This is an optimization exercise on Yosys and OpenROAD, whose aim is small area, a short achievable clock period and few clock cycles per item, not a production implementation. The RTL was checked by simulation tests, not by an equivalence proof against the original design. No activity file was given, so power comes from the tool's default toggle rates.

Setup of north:
## elliptic_roi_crop_mask
module elliptic_roi_crop_mask #(
  parameter int MAX_DIM = MAX_DIM_DEFAULT
) (
  input  logic                     clk,
  input  logic                     rst,
  input  logic                     cfg_write,
  input  logic [CFG_IDX_BITS-1:0]  cfg_index,
  input  logic [CFG_DATA_BITS-1:0] cfg_data,
  input  logic                     in_valid,
  output logic                     in_ready,
  input  logic [PIXEL_BITS-1:0]    in_pixel,
  input  logic                     in_sof,
  output logic                     out_valid,
  input  logic                     out_ready,
  output logic [PIXEL_BITS-1:0]    out_masked_pixel,
  output logic                     out_inside_ellipse,
  output logic [POS_BITS-1:0]      out_crop_col,
  output logic [POS_BITS-1:0]      out_crop_row,
  output logic                     out_last_of_crop
);
For scale: roughly 4100 cells after synthesis, ~500 flip-flops, about 37000 um2 of cells after synthesis.
==> flow/config.mk <==
export PLATFORM = sky130hd
export DESIGN_NAME = elliptic_roi_crop_mask
export DESIGN_NICKNAME = elliptic_roi_crop_mask
export VERILOG_FILES = /design/flow/design.v
export SDC_FILE = /design/flow/constraint.sdc
export NUM_CORES = 4
export LEC_CHECK = 0
export CAP_MARGIN = 30
export CORE_MARGIN = 2
export CORE_UTILIZATION = 40
export SLEW_MARGIN = 30
==> flow/constraint.sdc <==
create_clock -name core_clock -period 11.0 [get_ports {clk}]
set_input_delay 2.2000 -clock core_clock [delete_from_list [all_inputs] [get_ports {clk}]]
set_output_delay 2.2000 -clock core_clock [all_outputs]
set_load 0.01 [all_outputs]
standard.sh (not shown) runs the stock make flow with config.mk's settings and CLKGATE_MAP_FILE= SYNTH_SCRIPT=/design/flow/synth_recipe.tcl, a recipe that flattens the netlist after the stock synthesis.
==> flow/flow/run.sh <==
#!/bin/bash
set -uo pipefail
ADDER_MAP_FILE= bash standard.sh synth > synth.log 2>&1 || exit 1
export SETUP_SLACK_MARGIN=6.7
export BUFFER_PORTS_ARGS="-buffer_cell sky130_fd_sc_hd__buf_2"
bash standard.sh > layout.log 2>&1 || exit 1
Testbench counts of north, summed over its fixed seeds: cycles 22,949, items 21,528.
## Diff of input files: south against north
diff --git a/flow/flow/run.sh b/flow/flow/run.sh
--- a/flow/flow/run.sh
+++ b/flow/flow/run.sh
@@ -4 +4 @@
-export SETUP_SLACK_MARGIN=6.7
+export SETUP_SLACK_MARGIN=5.7
Findings:
Summary of the comparison: buffer and inverter count on the worst path is lower in south, relative to north.
met3 capacity usage during global routing was higher in the run labelled north.
south against north; average wire per standard cell is down by a few percent.
north has a higher global-route usage than south.
Edits applied to the flow inputs when going from south to east:
==> flow/flow/run.sh <==
#!/bin/bash
set -uo pipefail
export SETUP_SLACK_MARGIN=6.7
export BUFFER_PORTS_ARGS="-buffer_cell sky130_fd_sc_hd__buf_2"
bash standard.sh synth > synth.log 2>&1 || exit 1
bash standard.sh > layout.log 2>&1 || exit 1
--- outcome ---
south → east: power saw an increase, detailed-route vias per instance went down about 1.7%, timing-limited maximum frequency went up about 8%, transition time at the pin with the least slew margin went up 0.18 ns, area occupied by multi-input gates increased about 6.5%. east: met2 routing resource usage after global routing 2.4 points above south. [east] clock-buffer cell count fell 4 relative to south. The utilization of the core after routing number comes out higher for east vs south. The worst-skew pair later-pin latency was comparable across east and south.
What west does differently from east at the input level:
==> flow/flow/run.sh <==
#!/bin/bash
set -uo pipefail
ADDER_MAP_FILE= bash standard.sh synth > synth.log 2>&1 || exit 1
export SETUP_SLACK_MARGIN=5.2
export BUFFER_PORTS_ARGS="-buffer_cell sky130_fd_sc_hd__buf_2"
bash standard.sh > layout.log 2>&1 || exit 1
## What came out
Post-place setup slack, west and east: larger value in east. Taking east as the reference, in west clock period minus worst slack went up 0.83 ns; met3 routed wirelength shrank by 14%; achievable clock frequency dropped 15%; global-route wire length before repair moved down; power dissipated in combinational cells fell about 32%. On share of total power in combinational logic: west sits below east.
Relative to west, the following input files were edited for middle:
diff --git a/flow/flow/run.sh b/flow/flow/run.sh
--- a/flow/flow/run.sh
+++ b/flow/flow/run.sh
@@ -4 +4 @@
-export SETUP_SLACK_MARGIN=5.2
+export SETUP_SLACK_MARGIN=6.2
Diff west -> middle | mean number of vias per cell | up slightly. In the reports for middle and west, the larger number of nets at the end of the flow belongs to middle. Of middle and west, the higher logic depth of the worst path, buffers included belongs to middle. DRC violation total after the first TritonRoute iteration delta (middle − west): unfavourable. Between middle and west, it is middle whose worst setup slack is higher, by 0.79 ns. Between middle and west, the final non-filler cell total is higher for middle. In the flow results for middle and west, the clock insertion delay at the later pin of the skew report is larger on middle. Re routed length per instance: west was lower than middle.

========
Another version of the RTL of elliptic_roi_crop_mask (not shown whole).
Size: ~4300 cells after synthesis, ~530 flip-flops, about 39000 µm² of cells after synthesis.
Settings: LEC_CHECK=0, CAP_MARGIN=20, CORE_MARGIN=2, CORE_UTILIZATION=40, SLEW_MARGIN=20; clock period 11.0 ns.
==> flow/flow/run.sh <==
#!/bin/bash
set -uo pipefail
export SETUP_SLACK_MARGIN=7.5
bash standard.sh synth > synth.log 2>&1 || exit 1
bash standard.sh > layout.log 2>&1 || exit 1
The starting point finished but fails on max-capacitance violations, max-slew violations.
Testbench counts at the start, summed over its fixed seeds: cycles 21,987, items 21,528.
Change:
==> flow/run.sh (new file) <==
#!/bin/bash
# synth_recipe.tcl (not shown) runs the flow's synth.tcl, then flattens the netlist and writes it again
# the make line also repeats each setting of config.mk as NAME=value (left out here)
make -C /OpenROAD-flow-scripts/flow DESIGN_CONFIG=/design/flow/config.mk WORK_HOME=/design/flow/orfs CLKGATE_MAP_FILE= SYNTH_SCRIPT=/design/flow/synth_recipe.tcl finish
Settings changed: ABC_CLOCK_PERIOD_IN_PS set to 4000, SETUP_SLACK_MARGIN set to 5.
removed: flow/flow/run.sh
removed: flow/standard.sh
After rerunning:
- This time the run finished clean
- non-clock buffer count falls by 360
- count of clock-buffer cells in the layout grows by 3
- setup slack is worse by 0.74 ns
- die area does not change
- power falls by a few percent

========
## before
Starting RTL as in the previous note.
clock: 11.0 ns
lec_check: 0
cap_margin: 20
core_margin: 2
core_utilization: 40
setup_slack_margin: 5
slew_margin: 20
run.sh (not shown) runs the stock make flow with config.mk's settings and CLKGATE_MAP_FILE= SYNTH_SCRIPT=/design/flow/synth_recipe.tcl, a recipe that flattens the netlist after the stock synthesis.
Stock flow here: none of the scripts above is used.
Testbench counts of before, summed over its fixed seeds: cycles 21,987, items 21,528.
Input-level comparison between after and before:
- clearing SETUP_SLACK_MARGIN, which used to be 5
==> flow/flow/run.sh (new file) <==
#!/bin/bash
set -uo pipefail
export SETUP_SLACK_MARGIN=6.5
bash standard.sh synth > synth.log 2>&1 || exit 1
bash standard.sh > layout.log 2>&1 || exit 1
==> flow/standard.sh (new file) <==
#!/bin/bash
# synth_recipe.tcl (not shown) runs the flow's synth.tcl, then flattens the netlist and writes it again
# the make line also repeats each setting of config.mk as NAME=value (left out here)
make -C /OpenROAD-flow-scripts/flow DESIGN_CONFIG=/design/flow/config.mk WORK_HOME=/design/flow/orfs CLKGATE_MAP_FILE= SYNTH_SCRIPT=/design/flow/synth_recipe.tcl "${@:-finish}"
removed: flow/run.sh
[summary]
- Relative to before, the internal portion of total power of after is higher by about 4.4%.
- after: PASS, flow complete, no timing, DRC or antenna violations
- Having completed the whole flow, before delivered a layout that passed the timing, DRC and antenna checks.
- after vs. before: well tap count comparable, worst path setup slack after routing now larger.
- The number of diodes reported for after is greater than that of before by 1.
- Arrival time of the worst setup path down 0.68 ns in after wrt before
- Sort before and after by maximum number of pins on one net before global-route repair, descending, and before comes first.

========
## xenon
Another version of the RTL of elliptic_roi_crop_mask (not shown whole).
For scale: about 490 flip-flops, roughly 37,000 sq um of cells after synthesis.
==> flow/config.mk <==
export PLATFORM = sky130hd
export DESIGN_NAME = elliptic_roi_crop_mask
export DESIGN_NICKNAME = elliptic_roi_crop_mask
export VERILOG_FILES = /design/flow/design.v
export SDC_FILE = /design/flow/constraint.sdc
export NUM_CORES = 4
export LEC_CHECK = 0
export CAP_MARGIN = 30
export CORE_MARGIN = 2
export CORE_UTILIZATION = 40
export CTS_BUF_LIST = sky130_fd_sc_hd__clkbuf_8
export SLEW_MARGIN = 30
export TNS_END_PERCENT = 0
==> flow/constraint.sdc <==
create_clock -name core_clock -period 11.0 [get_ports {clk}]
set_input_delay 2.2000 -clock core_clock [delete_from_list [all_inputs] [get_ports {clk}]]
set_output_delay 2.2000 -clock core_clock [all_outputs]
set_load 0.01 [all_outputs]
standard.sh (not shown) runs the stock make flow with config.mk's settings and CLKGATE_MAP_FILE= SYNTH_SCRIPT=/design/flow/synth_recipe.tcl, a recipe that flattens the netlist after the stock synthesis.
==> flow/flow/run.sh <==
#!/bin/bash
set -uo pipefail
ADDER_MAP_FILE= bash standard.sh synth > synth.log 2>&1 || exit 1
export SETUP_SLACK_MARGIN=6.4
export BUFFER_PORTS_ARGS="-buffer_cell sky130_fd_sc_hd__buf_2"
bash standard.sh > layout.log 2>&1 || exit 1
xenon: flow completed, timing, DRC and antenna clean
Testbench counts of xenon, summed over its fixed seeds: cycles 22,200, items 21,528.
Setup changes, xenon to garnet
# xenon
export LEC_CHECK = 0
export CAP_MARGIN = 30
export CORE_MARGIN = 2
export CORE_UTILIZATION = 40
export CTS_BUF_LIST = sky130_fd_sc_hd__clkbuf_8
export SLEW_MARGIN = 30
export TNS_END_PERCENT = 0
create_clock -name core_clock -period 11.0 [get_ports {clk}]
# garnet
export LEC_CHECK = 0
export CAP_MARGIN = 30
export CORE_MARGIN = 2
export CORE_UTILIZATION = 40
export SLEW_MARGIN = 30
create_clock -name core_clock -period 11.0 [get_ports {clk}]
==> flow/flow/run.sh <==
#!/bin/bash
set -uo pipefail
ADDER_MAP_FILE= bash standard.sh synth > synth.log 2>&1 || exit 1
export SETUP_SLACK_MARGIN=6.2
export BUFFER_PORTS_ARGS="-buffer_cell sky130_fd_sc_hd__buf_2"
bash standard.sh > layout.log 2>&1 || exit 1
==> comparison <==
garnet: no failed stages, no open violations at the end
garnet vs xenon, highest-delay cell along the critical path: sky130_fd_sc_hd__or4_2 vs sky130_fd_sc_hd__maj3_1
garnet ends up with a final setup slack of the worst path that is 170 ps lower than in xenon.
Reported for garnet and xenon, remaining design rule violation count turned out identical to the last digit.
Relative to xenon, via count has decreased by 429 in garnet.
From xenon to garnet the numbers moved as follows: final critical-path required period increased 170 ps, number of signal-net buffers in the layout lost 11%.
[inputs] amber vs garnet
# garnet
export LEC_CHECK = 0
export CAP_MARGIN = 30
export CORE_MARGIN = 2
export CORE_UTILIZATION = 40
export SLEW_MARGIN = 30
create_clock -name core_clock -period 11.0 [get_ports {clk}]
# amber
export LEC_CHECK = 0
export CAP_MARGIN = 30
export CORE_MARGIN = 2
export CORE_UTILIZATION = 50
export CTS_BUF_LIST = sky130_fd_sc_hd__clkbuf_8
export SLEW_MARGIN = 30
export TNS_END_PERCENT = 0
create_clock -name core_clock -period 11.0 [get_ports {clk}]
==> flow/flow/run.sh <==
#!/bin/bash
set -uo pipefail
ADDER_MAP_FILE= bash standard.sh synth > synth.log 2>&1 || exit 1
export SETUP_SLACK_MARGIN=6.4
export BUFFER_PORTS_ARGS="-buffer_cell sky130_fd_sc_hd__buf_2"
bash standard.sh > layout.log 2>&1 || exit 1
## What came out
- Per the comparison of amber with garnet, net switching power went down by about 0.4%; post-route worst setup slack saw an increase; maximum frequency rose 1.0%; highest cell delay on the worst timing path lost 320 ps.
- Cmp garnet and amber / remaining max-slew budget at the tightest pin / lower: garnet
- There was hardly any difference in wire length between garnet and amber.
- For the instance count on the critical path, amber came in 1 lower than garnet did.
- The final reports for amber and garnet show maximum VDD drop lower in the former.
- Row portion of total power attributed to combinational logic: amber higher / garnet lower
- Lower critical path data required time among garnet and amber: garnet
Modified inputs, zinc compared to amber
# amber
export LEC_CHECK = 0
export CAP_MARGIN = 30
export CORE_MARGIN = 2
export CORE_UTILIZATION = 50
export CTS_BUF_LIST = sky130_fd_sc_hd__clkbuf_8
export SLEW_MARGIN = 30
export TNS_END_PERCENT = 0
create_clock -name core_clock -period 11.0 [get_ports {clk}]
# zinc
export LEC_CHECK = 0
export CAP_MARGIN = 30
export CORE_MARGIN = 2
export CORE_UTILIZATION = 40
export CTS_BUF_LIST = sky130_fd_sc_hd__clkbuf_8
export SLEW_MARGIN = 30
create_clock -name core_clock -period 11.0 [get_ports {clk}]
==> flow/flow/run.sh <==
#!/bin/bash
set -uo pipefail
ADDER_MAP_FILE= bash standard.sh synth > synth.log 2>&1 || exit 1
export SETUP_SLACK_MARGIN=6.2
export BUFFER_PORTS_ARGS="-buffer_cell sky130_fd_sc_hd__buf_2"
bash standard.sh > layout.log 2>&1 || exit 1
The achievable clock frequency of zinc exceeds that of amber by about 0.5%.
zinc against amber: die area now larger, final cell count without fillers now larger, sequential share of layout area comparable.
The run showing the smaller slew of the pin with the lowest slew margin is amber.
When zinc is measured against amber, its minimum period implied by the final worst setup slack turns out 23 ps lower.
amber has lower total cell area at the placement stage than zinc.
When the final numbers for zinc and amber were put side by side, the critical path depth turned out to be greater in zinc.
Power delta for zinc relative to amber: 0.10 mW lower
~same design area in zinc and amber
zinc leaves more setup margin than amber.

========
elliptic_roi_crop_mask again, from the RTL that the note above started with.
clock: 11.0 ns
lec_check: 0
cap_margin: 30
core_margin: 2
core_utilization: 40
slew_margin: 30
tns_end_percent: 0
==> flow/flow/run.sh <==
#!/bin/bash
set -uo pipefail
ADDER_MAP_FILE= bash standard.sh synth > synth.log 2>&1 || exit 1
export SETUP_SLACK_MARGIN=6.2
export BUFFER_PORTS_ARGS="-buffer_cell sky130_fd_sc_hd__buf_2"
bash standard.sh > layout.log 2>&1 || exit 1
Testbench counts at the start, summed over its fixed seeds: cycles 22,200, items 21,528.
Rerun with:
--- a/flow/flow/run.sh
+++ b/flow/flow/run.sh
@@ -4 +4 @@
-export SETUP_SLACK_MARGIN=6.2
+export SETUP_SLACK_MARGIN=6.6
CTS_BUF_LIST = sky130_fd_sc_hd__clkbuf_8   (was not set)
The changed run ran to the end with no violations. Clock power fell by 12%. First-iteration DRC count rises by about 10%. Total power decreases by 5.0%. Cell count goes up by about 2.8%. Design area increases by 2.9%. Maximum frequency came out higher by 5.2%. Hold slack hardly moves. Count of clock-buffer cells in the layout went up by 22. Register-to-register slack gains 0.24 ns.
Rerun with:
--- a/flow/flow/run.sh
+++ b/flow/flow/run.sh
@@ -4 +4 @@
-export SETUP_SLACK_MARGIN=6.6
+export SETUP_SLACK_MARGIN=6.2
Result: The new run finished with timing, DRC and antenna clean. Sequential cell count stays the same. Combinational power goes down by about 6%. Routed wire length goes down by 3.8%. Clock power stays flat. Maximum frequency falls by 5.2%. Setup slack got worse by 0.25 ns. First-iteration DRC count went down by about 2%. Die area is unchanged. Clock-buffer cell count is unchanged.

========
Another version of the RTL of elliptic_roi_crop_mask (not shown whole).
Size: roughly 66 I/O pins, ~37000 um^2 of cells after synthesis.
export LEC_CHECK = 0
export CAP_MARGIN = 30
export CORE_MARGIN = 2
export CORE_UTILIZATION = 40
export SLEW_MARGIN = 30
create_clock -name core_clock -period 11.0 [get_ports {clk}]
==> flow/flow/run.sh <==
#!/bin/bash
set -uo pipefail
export SETUP_SLACK_MARGIN=7.0
bash standard.sh synth > synth.log 2>&1 || exit 1
bash standard.sh > layout.log 2>&1 || exit 1
The first run ran to the end with no violations.
Testbench counts at the start, summed over its fixed seeds: cycles 22,233, items 21,528.
Change:
==> flow/flow/run.sh (replaced) <==
#!/bin/bash
set -uo pipefail
export SETUP_SLACK_MARGIN=6.5
bash standard.sh synth > synth.log 2>&1 || exit 1
bash standard.sh > layout.log 2>&1 || exit 1
Result:
- hold slack barely changes
- via count decreases by 3.1%
- wire length decreases by 5.6%
- synthesized area does not change
- count of clock-buffer cells in the layout decreases by 17
- first-iteration DRC count decreases by 3.9%
- register-to-register slack improves by 30 ps
- setup slack improves by 30 ps
- power decreases by 1.5%
- die area does not change
- core utilization decreases by 2.1 points

[what the ideal ports hide]
Ports are ideal in the flow. The routed layouts listed here were re-timed in OpenROAD. Step 1, drivers: a clkbuf_16 drives clk and a buf_2 each remaining input, both assumed. Step 2 moves the port delays by t, midway between the first and last clock arrival at a register: inputs arrive t later, outputs are due t later. That takes back most of the time a late clock gives input paths. a / b / c = ideal ports / drivers / drivers and shift; a / b = the first two.
| run | t (ns) | setup slack, ns | hold slack, ns | clock arrival spread, ns | worst register clock-pin slew, ns |
|---|---|---|---|---|---|
| north | 0.720 | 6.482 / 6.482 / 6.482 | 0.419 / 0.419 / 0.419 | 0.043 / 0.043 | 0.07 / 0.07 |
| south | 0.704 | 5.923 / 5.923 / 5.923 | 0.419 / 0.419 / 0.419 | 0.027 / 0.027 | 0.07 / 0.07 |
| east | 0.704 | 6.290 / 6.290 / 6.290 | 0.413 / 0.413 / 0.413 | 0.032 / 0.031 | 0.07 / 0.07 |
| west | 0.699 | 5.456 / 5.456 / 5.456 | 0.416 / 0.416 / 0.416 | 0.029 / 0.029 | 0.07 / 0.07 |
| middle | 0.713 | 6.243 / 6.243 / 6.243 | 0.417 / 0.417 / 0.417 | 0.038 / 0.038 | 0.07 / 0.07 |
| the first run of note 2 | 0.699 | 6.012 / 6.012 / 6.012 | 0.425 / 0.425 / 0.425 | 0.035 / 0.035 | 0.07 / 0.07 |
| the second run of note 2 | 0.702 | 5.272 / 5.272 / 4.746 | 0.418 / 0.418 / 0.418 | 0.036 / 0.037 | 0.07 / 0.07 |
| before | 0.702 | 5.272 / 5.272 / 4.746 | 0.418 / 0.418 / 0.418 | 0.036 / 0.037 | 0.07 / 0.07 |
| after | 0.698 | 5.953 / 5.953 / 5.939 | 0.419 / 0.419 / 0.419 | 0.033 / 0.034 | 0.06 / 0.06 |
| xenon | 0.793 | 6.420 / 6.420 / 5.967 | 0.420 / 0.420 / 0.420 | 0.033 / 0.034 | 0.07 / 0.07 |
| garnet | 0.702 | 6.250 / 6.250 / 5.997 | 0.421 / 0.421 / 0.421 | 0.041 / 0.040 | 0.07 / 0.07 |
| amber | 0.756 | 6.299 / 6.299 / 5.823 | 0.418 / 0.418 / 0.418 | 0.037 / 0.037 | 0.07 / 0.07 |
| zinc | 0.792 | 6.322 / 6.322 / 5.961 | 0.420 / 0.420 / 0.420 | 0.031 / 0.030 | 0.07 / 0.07 |
| the first run of note 5 | 0.701 | 6.252 / 6.252 / 5.988 | 0.421 / 0.421 / 0.421 | 0.038 / 0.037 | 0.07 / 0.07 |
| the second run of note 5 | 0.794 | 6.488 / 6.488 / 5.946 | 0.420 / 0.420 / 0.420 | 0.037 / 0.038 | 0.07 / 0.07 |
| the third run of note 5 | 0.794 | 6.240 / 6.240 / 5.976 | 0.420 / 0.420 / 0.420 | 0.032 / 0.032 | 0.07 / 0.07 |
| the first run of note 6 | 0.713 | 5.857 / 5.857 / 5.857 | 0.420 / 0.420 / 0.420 | 0.050 / 0.050 | 0.07 / 0.07 |
| the second run of note 6 | 0.701 | 5.887 / 5.887 / 5.887 | 0.419 / 0.419 / 0.419 | 0.039 / 0.038 | 0.07 / 0.07 |
For the second run of note 5, which loses most, drivers alone change the setup slack by 0.000 ns; drivers and shift together by -0.542 ns.
